Background: an optimization exercise with open tools, aiming at small area. Do not read the settings as production practice. In this exercise RTL edits were held to simulation tests only and were not proved equivalent to the original. Power and IR drop assume default switching activity.

**flow/constraint.sdc**
```tcl
create_clock -name core_clock -period 6.0 [get_ports {clock}]
set_input_delay 1.2000 -clock core_clock [delete_from_list [all_inputs] [get_ports {clock}]]
set_output_delay 1.2000 -clock core_clock [all_outputs]
set_load 0.01 [all_outputs]
```
**flow/config.mk**
```make
export PLATFORM = sky130hd
export DESIGN_NAME = day3_pack_sequencer
export DESIGN_NICKNAME = day3_pack_sequencer
export VERILOG_FILES = /design/flow/design.v
export SDC_FILE = /design/flow/constraint.sdc
export NUM_CORES = 4
export LEC_CHECK = 0
export CAP_MARGIN = 20
export CORE_MARGIN = 2
export CORE_UTILIZATION = 50
export PLACE_DENSITY = 0.65
export SLEW_MARGIN = 20
```
**flow/run.sh**
```bash
#!/bin/bash
# synth_recipe.tcl (not shown) runs the flow's synth.tcl, then flattens the netlist and writes it again
# the make line also repeats each setting of config.mk as NAME=value (left out here)
make -C /OpenROAD-flow-scripts/flow DESIGN_CONFIG=/design/flow/config.mk WORK_HOME=/design/flow/orfs CLKGATE_MAP_FILE= SYNTH_SCRIPT=/design/flow/synth_recipe.tcl finish
```
**flow/design.v**
```verilog
module day3_pack_sequencer #(
    parameter int unsigned NUM_UNITS      = 4,
    parameter int unsigned MAX_PACK       = 128,
    parameter int unsigned RESULT_LATENCY = 8
) (
    input  logic                      clock,
    input  logic                      reset,
    input  logic                      in_valid,
    input  logic [7:0]                in_data,
    input  logic                      in_eof,
    output logic                      in_ready,
    output logic                      init,
    output logic                      stream_en,
    output logic [4*NUM_UNITS-1:0]    next_battery,
    output logic [8*NUM_UNITS-1:0]    battery_pack_size,
    output logic                      batch_done,
    output logic                      finished,
    output logic                      overflow
);
    localparam int unsigned NW = 43;    
    function automatic logic [9:0] dpd_enc(input logic [3:0] d2, input logic [3:0] d1,
                                           input logic [3:0] d0);
        logic a, b, c, d, e, f, g, h, i, j, k, m;
        {a, b, c, d} = d2;
        {e, f, g, h} = d1;
        {i, j, k, m} = d0;
        case ({a, e, i})
            3'b000:  dpd_enc = {b, c, d, f, g, h, 1'b0, j, k, m};
            3'b001:  dpd_enc = {b, c, d, f, g, h, 1'b1, 1'b0, 1'b0, m};
            3'b010:  dpd_enc = {b, c, d, j, k, h, 1'b1, 1'b0, 1'b1, m};
            3'b011:  dpd_enc = {b, c, d, 1'b1, 1'b0, h, 1'b1, 1'b1, 1'b1, m};
            3'b100:  dpd_enc = {j, k, d, f, g, h, 1'b1, 1'b1, 1'b0, m};
            3'b101:  dpd_enc = {f, g, d, 1'b0, 1'b1, h, 1'b1, 1'b1, 1'b1, m};
            3'b110:  dpd_enc = {j, k, d, 1'b0, 1'b0, h, 1'b1, 1'b1, 1'b1, m};
            default: dpd_enc = {1'b0, 1'b0, d, 1'b1, 1'b1, h, 1'b1, 1'b1, 1'b1, m};
        endcase
    endfunction
    function automatic logic [3:0] dpd_dig(input logic [9:0] x, input logic [1:0] sel);
        logic p, q, r, s, t, u, v, w, xx, y;
        logic [3:0] d2, d1, d0;
        {p, q, r, s, t, u, v, w, xx, y} = x;
        if (!v) begin
            d2 = {1'b0, p, q, r}; d1 = {1'b0, s, t, u}; d0 = {1'b0, w, xx, y};
        end else begin
            case ({w, xx})
                2'b00: begin d2 = {1'b0, p, q, r}; d1 = {1'b0, s, t, u}; d0 = {3'b100, y}; end
                2'b01: begin d2 = {1'b0, p, q, r}; d1 = {3'b100, u}; d0 = {1'b0, s, t, y}; end
                2'b10: begin d2 = {3'b100, r}; d1 = {1'b0, s, t, u}; d0 = {1'b0, p, q, y}; end
                default: begin
                    case ({s, t})
                        2'b00: begin d2 = {3'b100, r}; d1 = {3'b100, u}; d0 = {1'b0, p, q, y}; end
                        2'b01: begin d2 = {3'b100, r}; d1 = {1'b0, p, q, u}; d0 = {3'b100, y}; end
                        2'b10: begin d2 = {1'b0, p, q, r}; d1 = {3'b100, u}; d0 = {3'b100, y}; end
                        default: begin d2 = {3'b100, r}; d1 = {3'b100, u}; d0 = {3'b100, y}; end
                    endcase
                end
            endcase
        end
        case (sel)
            2'd0:    dpd_dig = d1;
            2'd1:    dpd_dig = d0;
            default: dpd_dig = d2;
        endcase
    endfunction
    logic       st_fill, st_init, st_stream, st_drain, st_done;
    logic       st_idle;
    logic [2:0] drain_q;
    logic       batch_done_q, eof_q, overflow_q;
    logic [1:0] lane_q;
    logic [5:0] w_q;
    logic [1:0] s_q;
    logic [3:0] pa_q, pb_q;
    logic [2:0][7:0] sz_q;
    logic [NUM_UNITS-1:0][7:0] psz_q;
    logic [NUM_UNITS-1:0][3:0] nb_q;
    logic       take, is_digit, is_nl, full, nz, accept, close, go_init, go_done;
    logic       reading, any_act, drain_end;
    logic [7:0] pos, size_new;
    logic [NUM_UNITS-1:0]      act;
    logic [NUM_UNITS-1:0][9:0] rd_word;
    logic [9:0] wr_word;
    logic [NW-1:0] wsel;
    assign st_idle  = ~(st_fill | st_init | st_stream | st_drain | st_done);
    assign take     = st_fill & in_valid;
    assign is_digit = (in_data[7:4] == 4'h3) && (in_data[3:0] <= 4'd9);
    assign is_nl    = (in_data == 8'h0A);
    assign full     = (w_q == 6'd42) && (s_q == 2'd2);
    assign nz       = (w_q != '0) || (s_q != '0);
    assign accept   = take & is_digit & ~full;
    assign close    = take & (nz | accept) & (is_nl | in_eof);
    assign go_init  = take & ((close & (lane_q == 2'd3)) | (in_eof & ((lane_q != 2'd0) | close)));
    assign go_done  = take & in_eof & (lane_q == 2'd0) & ~close;
    assign pos      = 8'(w_q) * 8'd3 + 8'(s_q);
    assign size_new = pos + 8'(accept);
    assign reading  = st_init | st_stream;
    for (genvar i = 0; i < NUM_UNITS; i++) begin : g_act
        assign act[i] = pos < psz_q[i];
    end
    assign any_act   = |act;
    assign drain_end = st_drain & (drain_q == 3'd7);
    always_comb begin
        case (s_q)
            2'd0:    wr_word = dpd_enc(4'd0, in_data[3:0], 4'd0);
            2'd1:    wr_word = dpd_enc(4'd0, pa_q, in_data[3:0]);
            default: wr_word = dpd_enc(in_data[3:0], pb_q, pa_q);
        endcase
    end
    always_comb begin
        for (int j = 0; j < NW; j++) wsel[j] = (w_q == 6'(j));
    end
    always_ff @(posedge clock or posedge reset) begin
        if (reset) begin
            st_fill      <= 1'b0;
            st_init      <= 1'b0;
            st_stream    <= 1'b0;
            st_drain     <= 1'b0;
            st_done      <= 1'b0;
            batch_done_q <= 1'b0;
            eof_q        <= 1'b0;
            overflow_q   <= 1'b0;
            lane_q       <= '0;
            psz_q        <= '0;
            nb_q         <= '0;
        end else begin
            st_fill      <= st_idle | (st_fill & ~go_init & ~go_done) | (drain_end & ~eof_q);
            st_init      <= go_init;
            st_stream    <= st_init | (st_stream & any_act);
            st_drain     <= (st_stream & ~any_act) | (st_drain & ~drain_end);
            st_done      <= st_done | go_done | (drain_end & eof_q);
            batch_done_q <= st_drain & (drain_q == 3'd6);
            eof_q        <= eof_q | (take & in_eof);
            overflow_q   <= overflow_q | (take & is_digit & full);
            if (close) lane_q <= lane_q + 2'd1;
            if (go_init) begin
                for (int i = 0; i < 3; i++) begin
                    if (2'(i) < lane_q) psz_q[i] <= sz_q[i];
                    else if (2'(i) == lane_q && close) psz_q[i] <= size_new;
                    else psz_q[i] <= '0;
                end
                psz_q[3] <= (lane_q == 2'd3 && close) ? size_new : 8'd0;
            end
            for (int i = 0; i < NUM_UNITS; i++) begin
                nb_q[i] <= (reading && act[i]) ? dpd_dig(rd_word[i], s_q) : 4'd0;
            end
        end
    end
    always_ff @(posedge clock) begin
        drain_q <= st_drain ? drain_q + 3'd1 : 3'd0;
        if (st_fill ? close : ~reading) begin
            w_q <= '0;
            s_q <= '0;
        end else if (st_fill ? accept : 1'b1) begin
            if (s_q == 2'd2) begin
                s_q <= '0;
                w_q <= w_q + 6'd1;
            end else begin
                s_q <= s_q + 2'd1;
            end
        end
        if (accept) begin
            pa_q <= in_data[3:0];
            pb_q <= pa_q;
        end
        for (int i = 0; i < 3; i++) begin
            if (close && lane_q == 2'(i)) sz_q[i] <= size_new;
        end
    end
    for (genvar g = 0; g < NUM_UNITS; g++) begin : g_lane
        logic [9:0] mem_q [NW-1];
        logic [6:0] last_q;
        always_ff @(posedge clock) begin
            for (int j = 0; j < NW - 1; j++) begin
                if (accept && lane_q == 2'(g) && wsel[j]) mem_q[j] <= wr_word;
            end
            if (accept && lane_q == 2'(g) && wsel[NW-1]) last_q <= wr_word[6:0];
        end
        always_comb begin
            rd_word[g] = {3'b000, wsel[NW-1] ? last_q : 7'd0};
            for (int j = 0; j < NW - 1; j++) begin
                if (wsel[j]) rd_word[g] = rd_word[g] | mem_q[j];
            end
        end
    end
    assign in_ready          = st_fill;
    assign init              = st_init;
    assign stream_en         = st_stream;
    assign next_battery      = nb_q;
    assign battery_pack_size = psz_q;
    assign batch_done        = batch_done_q;
    assign finished          = st_done;
    assign overflow          = overflow_q;
endmodule
```
==> results of run 1 <==
flip-flops by register name, indices dropped and copies added, names as in the netlist:
name and flops:
g_lane.last_q 28, batch_done_q 1, st_fill 1, nb_q 16, w_q 6, lane_q 2
eof_q 1, st_init 1, g_lane.mem_q 1680, overflow_q 1, s_q 2, sz_q 24
st_drain 1, pa_q 4, st_stream 1, st_done 1, drain_q 3, pb_q 4
psz_q 32
power by group:
part           switching [mW]  internal [mW]
Clock                    4.81           5.97
Combinational           0.127         0.0171
Sequential                  0           13.7
metrics by stage:
stage               instance area [sq um]  hold WS (ps)
floorplan                           68700           417
global placement                    73300           428
detailed placement                  73300           466
CTS                                 78700           471
global route                        78800           496
finish                              78800           459
path summary, 6_finish.rpt:
kind	from	endpoint	slack, ps	cells past startpoint
max in group asynchronous	reset	lane_q[0]$_DFFE_PP0P_	4130	3
worst max register to register	w_q[0]$_SDFFE_PP0P_	nb_q[11]$_DFF_PP0_	750	11
worst min-delay path	drain_q[0]$_SDFF_PN0_	drain_q[0]$_SDFF_PN0_	460	1
worst min register to register	drain_q[0]$_SDFF_PN0_	drain_q[0]$_SDFF_PN0_	460	1
worst max-delay path	w_q[0]$_SDFFE_PP0P_	nb_q[11]$_DFF_PP0_	750	11
min in group asynchronous	reset	nb_q[12]$_DFF_PP0_	790	2
layout make-up:
type                            instances  share of cell area
Tap cell                             1794              0.0285
Antenna cell                           13            0.000413
Inverter                               71             0.00340
Multi-Input combinational cell       1955               0.173
Clock buffer                          233              0.0603
Clock inverter                         89             0.00934
Timing Repair Buffer                  389              0.0410
Sequential cell                      1809               0.684
critical path, stage by stage, from the launching register on:
cell	delay, ps
dfxtp_1	630
inv_1	220
ha_4	390
and3_2	570
buf_4	340
a22o_1	320
nor4_1	610
nand4_1	340
nor3_2	620
nor3b_1	200
o21ai_0	180
nor4b_1	590
metal layers:
metal  track usage  up-vias  wire, um
met5        0.0202        -       580
met4         0.218       32     19400
met3         0.151     1100     47300
met2         0.529     5140    111000
met1         0.498    23100     90300
li1              -    17500         -
cell families after synthesis:
kind of cell	share of synthesized area
buf+inv	0.0213
simple gates	0.0569
mux	0.000929
compound gates	0.123
fa+ha+maj	0.0111
flops	0.785
xor+xnor	0.00204
cells in the mapped netlist (4+ instances only):
cell / count / area share
edfxtp_1: 1740 / 0.76
a22oi_1: 449 / 0.049
nor2_1: 249 / 0.014
a22o_1: 167 / 0.021
a221oi_1: 158 / 0.020
clkbuf_1: 139 / 0.0076
nand4_1: 135 / 0.012
nand2_1: 120 / 0.0066
nand3_1: 84 / 0.0061
a21oi_1: 71 / 0.0052
inv_1: 70 / 0.0038
o22ai_1: 65 / 0.0059
dfrtp_1: 58 / 0.021
ha_1: 58 / 0.011
and3_1: 56 / 0.0051
buf_1: 56 / 0.0031
buf_2: 54 / 0.0039
o21ai_0: 46 / 0.0034
nor4_1: 43 / 0.0039
o2bb2ai_1: 25 / 0.0032
a222oi_1: 21 / 0.0031
a211oi_1: 17 / 0.0019
nor3_1: 17 / 0.0012
buf_6: 16 / 0.0026
o2111ai_1: 13 / 0.0017
xnor2_1: 13 / 0.0017
nand2b_1: 12 / 0.0011
dfxtp_1: 11 / 0.0032
and4_1: 8 / 0.0010
o211ai_1: 8 / 0.00087
a21o_1: 7 / 0.00077
and2_1: 7 / 0.00064
a31oi_1: 6 / 0.00055
nor2b_1: 6 / 0.00055
nor3b_1: 6 / 0.00066
a311oi_1: 5 / 0.00064
a2bb2oi_1: 4 / 0.00051
o22a_1: 4 / 0.00051
o31ai_1: 4 / 0.00044
or3_1: 4 / 0.00036
or4_1: 4 / 0.00044
==> results.txt, run 1 <==
final worst slack: 746 ps
Multi-input gate area: 13600 sq um
final setup skew: 29.5 ps
Initial Util: 0.501
syn_area_per_cell: 16.7 sq um
Die X: 375 um
RSZ-0062 raised after global routing: no
final worst-path cycle share: 0.876
CTS Buffer Depth: 3
# IOs: 66
Hold Path Class: reg -> reg
via count of the first global-routing pass: 43100
DRC Markers: 0
syn_nets: 4174
drt pass-1 iters: 17
Num CTS Buffers: 177
FP Rows: 136
cell area after synthesis: 68700 sq um
Iteration-0 DRC Markers: 10100
clock transition at the registers of the reported paths: 60 ps
cts hold-fix bufs: 0
final hold vios: 0
Die Area: 140000 sq um
Post-DRT Antenna Nets: 0
DP Worst Slack: 921 ps
Die Ht: 375 um
DR vias: 46900
leading cell types in the layout, fill and taps excluded: edfxtp_1, a22oi_1, buf_4, nor2_1, clkbuf_16
share of cells above drive strength 1: 0.142
Clk Latency, worst-skew pair: 820 ps
#FFs+latches synth: 1809
final setup vio count: 0
CP max FO: 45
gr usage total: 0.378
register area: 53900 sq um
Root Driver: clkbuf_16
nets: 4475
Ys Warns: 5
DRT Wirelength: 269000 um
library cells used by synthesis: 78
initial antenna violation count: 22
CP Capture Type: register
Util after Layout: 0.575
Fillers: 10200
Power Dens Cells: 313 nW/um^2
CTS sink count: 1809
WP data arrival: 5890 ps
layout overhead on the synthesized area: 14.7%
Main synth FF type: edfxtp_1
first-pass GRT wire length: 361000 um
Cell Count, Final, Fillers Out: 6353
Buffers on Ports: 65
ys async rst share: 0.0321
max_slew headroom: 0.177
Pleak: 24.2 nW
DP Wirelength: 165000 um
post-synthesis sequential area ratio: 0.785
crit path time final: 5250 ps
largest net degree at the start of global routing: 173
CTS tree: built
# placed instances: 6018
Final TNS setup: 0 ps
wire length per cell: 42.3 um
post-cts sizing count: 0
Max Fclk: 190 MHz
Post-synth EDFFs: 1740
fin. max-slew vios: 0
CTS H-Tree Depth: 4
Tot Pwr: 24.7 mW
remaining global-route overflow: 0
Max VDD drop: 0.000231 V
vias per cell: 7.39
CP Launch Type: register
worst-margin pin slew: 1230 ps
Post-CTS Setup Bufs: 0
Synth Instances: 4102
Max-cap violations: 0
status: finished clean
kind of critical path: reg -> reg
most common cell after layout, fill and taps aside: edfxtp_1
Routability Congestion: 0.987
WP data required: 6630 ps
core area: 137000 sq um
==> run 2: changes to the inputs <==
==> flow/flow/run.sh (new file) <==
#!/bin/bash
# Standard ORFS layout (the standard.sh, unchanged synthesis, floorplan, power grid and taps)
# with these layout knobs changed:
#  - port buffers use sky130_fd_sc_hd__buf_1 (every input and output port is still buffered);
#  - clock tree: sinks clustered 25 per leaf buffer within 80 um, no dummy loads, clkbuf_8 for
#    the root and trunk buffers (leaves keep clkbuf_16);
#  - after global routing, ORFS's power recovery (RECOVER_POWER) downsizes gates off the
#    critical paths.
# Each tool's full output is in orfs/logs/...; make's own output is in flow_make.log.
set -euo pipefail
CTS="-sink_clustering_enable -repair_clock_nets -sink_clustering_size 25 -sink_clustering_max_diameter 80 -dont_use_dummy_load -tree_buf sky130_fd_sc_hd__clkbuf_8 -root_buf sky130_fd_sc_hd__clkbuf_8"
bash standard.sh "BUFFER_PORTS_ARGS=-buffer_cell sky130_fd_sc_hd__buf_1" "CTS_ARGS=$CTS" RECOVER_POWER=100 finish > flow_make.log 2>&1
==> flow/standard.sh (new file) <==
#!/bin/bash
# synth_recipe.tcl (not shown) runs the flow's synth.tcl, then flattens the netlist and writes it again
# the make line also repeats each setting of config.mk as NAME=value (left out here)
make -C /OpenROAD-flow-scripts/flow DESIGN_CONFIG=/design/flow/config.mk WORK_HOME=/design/flow/orfs CLKGATE_MAP_FILE= SYNTH_SCRIPT=/design/flow/synth_recipe.tcl "${@:-finish}"
removed: flow/run.sh
==> run 2 against run 1 <==
- the layout now fails its checks (capacitance limit, slew limit)
- global-route usage down 0.38 points
- non-clock buffer count down 88
- setup slack worse by 430 ps
- clock power down 43%
- core utilization down 3.6 points
- critical path depth down 2
- cell area down 6.3%
- final cell count down 5.1%
- area after synthesis unchanged
- flip-flop and latch count unchanged
- die area unchanged
- critical path type unchanged
- critical endpoint is now g_lane[3].mem_q[20][9]$_DFFE_PP_
- largest cell class unchanged
==> results.txt, run 2 <==
Top reg by flops: g_lane.mem_q
initial antenna violation count: 19 (-14%)
kind of critical path: reg -> reg
FP Rows: 136 (unchanged)
Root Driver: clkbuf_8
Main synth FF type: edfxtp_1
max_slew headroom: -1.87 (-2.05)
CP dominant cell by count: clkbuf_1
final worst-path cycle share: 0.947 (+0.0709)
crit path time final: 5680 ps (+425 ps)
Cell Count, Final, Fillers Out: 6030 (-5.1%)
syn_nets: 4174 (unchanged)
ys async rst share: 0.0321 (unchanged)
Power Dens Cells: 271 nW/um^2 (-13%)
Iteration-0 DRC Markers: 10400 (+3.2%)
top-count cell post-synth: edfxtp_1
Post-DRT Antenna Nets: 0 (unchanged)
DP Area: 72300 sq um (-1.3%)
Max-cap violations: 15 (+15)
share of cells above drive strength 1: 0.0727 (-0.0692)
CTS tree: built
Post-synth EDFFs: 1740 (unchanged)
Max VDD drop: 0.000194 V (-16%)
RSZ-0062 raised after global routing: no
Util after Layout: 0.539 (-0.0361)
DP Wirelength: 167000 um (+0.80%)
Post-CTS Setup Bufs: 0 (unchanged)
max reg flops: 1680 (unchanged)
area leader, netlist: edfxtp_1
CTS H-Tree Depth: 3 (-1)
first-pass GRT wire length: 357000 um (-1.1%)
Initial Util: 0.501 (unchanged)
final setup skew: 112 ps (+82.3 ps)
Buffers on Ports: 65 (unchanged)
leading cell types in the layout, fill and taps excluded: edfxtp_1, a22oi_1, nor2_1, a22o_1, a221oi_1
status: failed layout checks
CTS Buffer Depth: 3 (unchanged)
largest net degree at the start of global routing: 173 (unchanged)
CP max-delay cell: clkbuf_1
DR vias: 45700 (-2.6%)
DP Worst Slack: 1300 ps (+376 ps)
Die Ht: 375 um (unchanged)
vias per cell: 7.58 (+2.6%)
final setup vio count: 0 (unchanged)
# IOs: 66 (unchanged)
fin. max-slew vios: 749 (+749)
gr usage total: 0.374 (-0.00383)
Num CTS Buffers: 85 (-52%)
CP Capture Type: register
Tot Pwr: 20.0 mW (-19%)
Die X: 375 um (unchanged)
Routability Congestion: 1.01 (+2.3%)
final instance area: 73800 sq um (-6.3%)
most common cell after layout, fill and taps aside: edfxtp_1
CTS sink count: 1809 (unchanged)
syn_area_per_cell: 16.7 sq um (unchanged)
#FFs+latches synth: 1809 (unchanged)
Synth Instances: 4102 (unchanged)
post-synthesis sequential area ratio: 0.785 (unchanged)
library cells used by synthesis: 78 (unchanged)
clock transition at the registers of the reported paths: 100 ps (+40 ps)
top post-synthesis cells by count: edfxtp_1, a22oi_1, nor2_1
cell area after synthesis: 68700 sq um (unchanged)
Die Area: 140000 sq um (unchanged)
Max Fclk: 176 MHz (-7.5%)
top post-synthesis cells by area: edfxtp_1, a22oi_1, a22o_1
Failing Checks: capacitance limit, slew limit
final worst slack: 320 ps (-425 ps)
critical-path cell list: clkbuf_1 -> nor2_1 -> a21oi_1 -> clkbuf_1 -> nand2_1 -> clkbuf_1 -> buf_4 -> nor2_1 -> clkbuf_1
WP data arrival: 6170 ps (+280 ps)
cts hold-fix bufs: 0 (unchanged)
WP data required: 6490 ps (-140 ps)
Clk Latency, worst-skew pair: 910 ps (+90 ps)
Ys Warns: 5 (unchanged)
CP max FO: 18 (-60%)
layout overhead on the synthesized area: 7.49%
largest registers: g_lane.mem_q: 1680 flops, psz_q: 32 flops, g_lane.last_q: 28 flops
core area: 137000 sq um (unchanged)
final hold vios: 0 (unchanged)
CP peak stage delay: 1360 ps (+730 ps)
Pleak: 21.4 nW (-11%)
Hold Path Class: reg -> reg
DRC Markers: 0 (unchanged)
drt pass-1 iters: 9 (-8)
CP Launch Type: register
via count of the first global-routing pass: 41400 (-3.9%)
remaining global-route overflow: 0 (unchanged)
wire length per cell: 44.5 um (+5.1%)
worst-margin pin slew: 4310 ps (+3080 ps)
nets: 4295 (-4.0%)
# placed instances: 5929 (-1.5%)
top-area cell type share of the netlist area: 0.761 (unchanged)
post-cts sizing count: 0 (unchanged)
DRT Wirelength: 268000 um (-0.26%)
[run 2: cell types whose count changed in the layout (fill, tap and decap cells not counted), sizes merged]
cell,change
bufinv,-9
clkdlybuf4s50,-65
inv,-5
clkinv,-72
clkinvlp,-3
buf,-114
diode,+2
clkbuf,-57
[run 2: area by class of cell]
| type | count | area, sq um |
|---|---|---|
| Antenna cell | 15 | 37.5 |
| Fill cell | 10700 | 63100 |
| Inverter | 71 | 268 |
| Tap cell | 1794 | 2240 |
| Clock buffer | 85 | 2030 |
| Timing Repair Buffer | 301 | 1830 |
| Sequential cell | 1809 | 53900 |
| Multi-Input combinational cell | 1955 | 13500 |
[run 2: worst max-delay path: cells and delay by family, from the launching register on]
family                 cells  cell delay (ps)
AO/OA/AOI/OAI              1              230
buffers and inverters      5             3650
flip-flops                 1              350
AND/OR/NAND/NOR            3             1050
[run 2: cell families (layout without fill, tap and decap cells)]
| kind of cell | after synthesis | count (layout) | synth area share |
|---|---|---|---|
| adders and majority gates | 60 | 60 | 0.0111 |
| other | 0 | 15 | 0 |
| AOI/OAI and AO/OA | 1099 | 1099 | 0.123 |
| xor gates and xnor gates | 16 | 16 | 0.00204 |
| and+or+nand+nor | 774 | 774 | 0.0569 |
| DFF | 1809 | 1809 | 0.785 |
| buffers and inverters | 338 | 457 | 0.0213 |
| muxes | 6 | 6 | 0.000929 |
[run 2: metrics by stage]
| stage | hold WS, ps | setup TNS (ps) |
|---|---|---|
| global route | 481 | 0 |
| floorplan | 417 | -944970 |
| finish | 453 | 0 |
| CTS | 461 | 0 |
| global placement | 428 | 0 |
| detailed placement | 439 | 0 |
[run 2: metal layers]
metal | wire, um | track usage | part of all wire | vias up
met5 | 120 | 0.00103 | 0.00045 | -
met4 | 19400 | 0.210 | 0.072 | 18
met3 | 44500 | 0.130 | 0.17 | 1008
met2 | 113000 | 0.537 | 0.42 | 4769
met1 | 91100 | 0.499 | 0.34 | 22900
li1 | - | - | - | 17000
[run 2: path summary, 6_finish.rpt]
check / start / to / slack [ps] / cells past startpoint
max: s_q[0]$_SDFFE_PP0P_ / g_lane[3].mem_q[20][9]$_DFFE_PP_ / 320 / 9
min: drain_q[0]$_SDFF_PN0_ / drain_q[0]$_SDFF_PN0_ / 450 / 1
max reg2reg: s_q[0]$_SDFFE_PP0P_ / g_lane[3].mem_q[20][9]$_DFFE_PP_ / 320 / 9
min reg2reg: drain_q[0]$_SDFF_PN0_ / drain_q[0]$_SDFF_PN0_ / 450 / 1
max in group asynchronous: reset / psz_q[9]$_DFFE_PP0P_ / 1500 / 3
min in group asynchronous: reset / nb_q[8]$_DFF_PP0_ / 2000 / 3
[run 2: power by group]
| group | internal (mW) | switching, mW |
|---|---|---|
| logic | 0.00861 | 0.131 |
| clock network | 2.38 | 3.78 |
| registers | 13.7 | 0 |
| total | 16.1 | 3.91 |
==> run 3: changes to the inputs <==
==> flow/flow/run.sh (replaced) <==
#!/bin/bash
# Standard ORFS layout (the standard.sh, unchanged synthesis, floorplan, power grid and taps)
# with three layout knobs changed:
#  - port buffers use sky130_fd_sc_hd__buf_1 (every input and output port is still buffered);
#  - clock tree: sinks clustered 25 per leaf buffer within 80 um, no dummy loads, clkbuf_8 for
#    the root and trunk buffers (leaves keep clkbuf_16);
# Each tool's full output is in orfs/logs/...; make's own output is in flow_make.log.
set -euo pipefail
CTS="-sink_clustering_enable -repair_clock_nets -sink_clustering_size 25 -sink_clustering_max_diameter 80 -dont_use_dummy_load -tree_buf sky130_fd_sc_hd__clkbuf_8 -root_buf sky130_fd_sc_hd__clkbuf_8"
bash standard.sh "BUFFER_PORTS_ARGS=-buffer_cell sky130_fd_sc_hd__buf_1" "CTS_ARGS=$CTS" finish > flow_make.log 2>&1
==> run 3 against run 2 <==
- the run now finishes clean
- clock skew is 3.9 ps lower
- via count is 0.54% lower
- total power hardly changed
- flip-flop and latch count stayed put
- first-iteration DRC count is 1.5% higher
- sequential share of layout area is 0.52 points lower
- critical path depth is 2 higher
- clock-buffer cell count stayed put
- final cell count hardly changed
- critical endpoint is now nb_q[3]$_DFF_PP0_
- highest routed layer unchanged
==> results.txt, run 3 <==
status: finished clean
#FFs+latches synth: 1809 (unchanged)
layout overhead on the synthesized area: 8.26%
Final TNS setup: 0 ps (unchanged)
remaining global-route overflow: 0 (unchanged)
vias per cell: 7.54 (-0.55%)
Root Driver: clkbuf_8
Routability Congestion: 1.01 (unchanged)
Initial Util: 0.501 (unchanged)
Post-DRT Antenna Nets: 0 (unchanged)
Synth Instances: 4102 (unchanged)
DRC Markers: 0 (unchanged)
Max VDD drop: 0.000193 V (-0.65%)
via count of the first global-routing pass: 41400 (unchanged)
crit-path leading delay family: simple AND/OR/NAND/NOR gates
Cell Count, Final, Fillers Out: 6031 (+0.017%)
top post-synthesis cells by area: edfxtp_1, a22oi_1, a22o_1
Fillers: 10600 (-0.86%)
critical-path cell list: inv_1 -> ha_4 -> and3_2 -> buf_4 -> a221oi_1 -> nand3_1 -> nor4_2 -> a21boi_0 -> a21o_1 -> a21oi_1 -> and4b_1
DRT Wirelength: 268000 um (-0.22%)
WP data arrival: 5610 ps (-560 ps)
Max Fclk: 205 MHz (+16%)
Num CTS Buffers: 85 (unchanged)
syn_nets: 4174 (unchanged)
DP Worst Slack: 1300 ps (unchanged)
wire length per cell: 44.4 um (-0.24%)
CTS sink count: 1809 (unchanged)
CP max-delay cell: a221oi_1
initial antenna violation count: 18 (-1)
post-synthesis sequential area ratio: 0.785 (unchanged)
RSZ-0062 raised after global routing: no
ys async rst share: 0.0321 (unchanged)
Top reg by flops: g_lane.mem_q
largest net degree at the start of global routing: 173 (unchanged)
CTS tree: built
CP Capture Type: register
final worst slack: 1110 ps (+791 ps)
Die Area: 140000 sq um (unchanged)
Power Dens Cells: 269 nW/um^2 (-0.71%)
Ys Warns: 5 (unchanged)
DP Wirelength: 167000 um (unchanged)
final hold vios: 0 (unchanged)
Pleak: 21.8 nW (+1.8%)
Clk Latency, worst-skew pair: 910 ps (about the same)
Bufs and invs on worst path: 2 (-3)
final worst-path cycle share: 0.815 (-0.132)
core area: 137000 sq um (unchanged)
leading cell types in the layout, fill and taps excluded: edfxtp_1, a22oi_1, buf_4, nor2_1, a22o_1
clock transition at the registers of the reported paths: 100 ps (about the same)
most common cell after layout, fill and taps aside: edfxtp_1
gr usage total: 0.374 (unchanged)
Max-cap violations: 0 (-15)
first-pass GRT wire length: 357000 um (unchanged)
top-area cell type share of the netlist area: 0.761 (unchanged)
Main synth FF type: edfxtp_1
final setup vio count: 0 (unchanged)
post-cts sizing count: 0 (unchanged)
Buffers on Ports: 65 (unchanged)
share of cells above drive strength 1: 0.103 (+0.0299)
final setup skew: 108 ps (-3.88 ps)
largest registers: g_lane.mem_q: 1680 flops, psz_q: 32 flops, g_lane.last_q: 28 flops
Iteration-0 DRC Markers: 10500 (+1.5%)
CP max FO: 49 (+31)
WP data required: 6720 ps (+230 ps)
fin. max-slew vios: 0 (-100%)
Fin Hold WS: 453 ps (+0.389 ps)
nets: 4295 (unchanged)
Hold Path Class: reg -> reg
DR vias: 45500 (-0.54%)
cell area after synthesis: 68700 sq um (unchanged)
Post-CTS Setup Bufs: 0 (unchanged)
top-count cell post-synth: edfxtp_1
area leader, netlist: edfxtp_1
Die Ht: 375 um (unchanged)
Util after Layout: 0.543 (+0.00385)
CTS H-Tree Depth: 3 (unchanged)
# IOs: 66 (unchanged)
crit path time final: 4890 ps (-791 ps)
CP Launch Type: register
max reg flops: 1680 (unchanged)
CTS Buffer Depth: 3 (unchanged)
Post-synth EDFFs: 1740 (unchanged)
worst-margin pin slew: 1250 ps (-3060 ps)
kind of critical path: reg -> reg
max_slew headroom: 0.165 (+2.04)
top post-synthesis cells by count: edfxtp_1, a22oi_1, nor2_1
FP Rows: 136 (unchanged)
CP peak stage delay: 770 ps (-590 ps)
Die X: 375 um (unchanged)
# placed instances: 5929 (unchanged)
syn_area_per_cell: 16.7 sq um (unchanged)
drt pass-1 iters: 9 (unchanged)
cts hold-fix bufs: 0 (unchanged)
library cells used by synthesis: 78 (unchanged)
## run 3: worst paths after layout
kind                                        from                    end  slack [ps]  depth (start not counted)
min reg2reg                drain_q[0]$_SDFF_PN0_  drain_q[0]$_SDFF_PN0_         450                          1
min                        drain_q[0]$_SDFF_PN0_  drain_q[0]$_SDFF_PN0_         450                          1
max in group asynchronous                  reset   psz_q[9]$_DFFE_PP0P_        4630                          3
max reg2reg                  w_q[0]$_SDFFE_PP0P_      nb_q[3]$_DFF_PP0_        1110                         11
min in group asynchronous                  reset      nb_q[8]$_DFF_PP0_         610                          3
max                          w_q[0]$_SDFFE_PP0P_      nb_q[3]$_DFF_PP0_        1110                         11
## run 3: where the power goes
part / internal [mW] / switching, mW / total [mW]
logic: 0.0129 / 0.131 / 0.144
clock network: 2.38 / 3.78 / 6.16
registers: 13.7 / 0 / 13.7
## run 3: cell type report
| cell class | count | area, sq um | share of cell area |
|---|---|---|---|
| inverter | 71 | 268 | 0.00360 |
| sequential | 1809 | 53900 | 0.725 |
| clock buffer | 85 | 2030 | 0.0272 |
| timing repair buffer | 301 | 2200 | 0.0296 |
| antenna | 16 | 40.0 | 0.000538 |
| multi-input combinational | 1955 | 13700 | 0.184 |
| tap | 1794 | 2240 | 0.0302 |
## run 3: kinds of logic after synthesis
| family | Yosys count | synth area share |
|---|---|---|
| buffers and inverters | 338 | 0.0213 |
| AND/OR/NAND/NOR | 774 | 0.0569 |
| AO/OA/AOI/OAI | 1099 | 0.123 |
| adder cells (fa/ha/maj) | 60 | 0.0111 |
| multiplexers | 6 | 0.000929 |
| XOR/XNOR | 16 | 0.00204 |
| flip-flops | 1809 | 0.785 |
## run 3: worst register-to-register path, delay by kind of cell, from the launching register on
kind	cells	cell delay, ps
buffers and inverters	2	600
flip-flops	1	630
AO/OA/AOI/OAI	4	1420
adder cells (fa/ha/maj)	1	410
AND/OR/NAND/NOR	4	1720
## run 3: per-layer routing
| metal | track usage | share of wire | vias up |
|---|---|---|---|
| met2 | 0.537 | 0.42 | 4723 |
| met3 | 0.130 | 0.16 | 981 |
| met1 | 0.499 | 0.34 | 22800 |
| met4 | 0.210 | 0.073 | 12 |
| li1 | - | - | 17000 |
| met5 | 0.00103 | 0.00033 | - |
## run 3: stage by stage
stage          area, sq um  total power [mW]
2_1_floorplan        68700              14.1
3_3_place_gp         72200              14.1
3_5_place_dp         72300              14.1
4_1_cts              74300              19.9
5_1_grt              74300              20.3
6_report             74400              20.0

-- re-timing with driven ports --
No port has a modelled driver above. Below, the same layouts with a new extraction and two added sets of constraints. Step 1: set_driving_cell puts a clkbuf_16 on clock and a buf_2 on each other input, an assumption about the parent block. Step 2 also shifts input and output timing later by t, the mid clock arrival at the registers, as if the neighbouring blocks saw the same clock. Slacks: no drivers / after step 1 / after step 2; pairs: no drivers / after step 1.
| run | shift t [ns] | slack for setup (ns) | worst setup path after step 2 | slew at the worst register clock pin (ns) | worst data-port slew with drivers (ns) |
|---|---|---|---|---|---|
| run 1 | 0.879 | 0.746 / 0.746 / 0.746 | register to register | 0.07 / 0.07 | 0.04 |
| run 2 | 0.928 | 0.320 / 0.320 / 0.320 | register to register | 0.11 / 0.11 | 0.03 |
| run 3 | 0.930 | 1.111 / 1.111 / 1.111 | register to register | 0.11 / 0.11 | 0.03 |
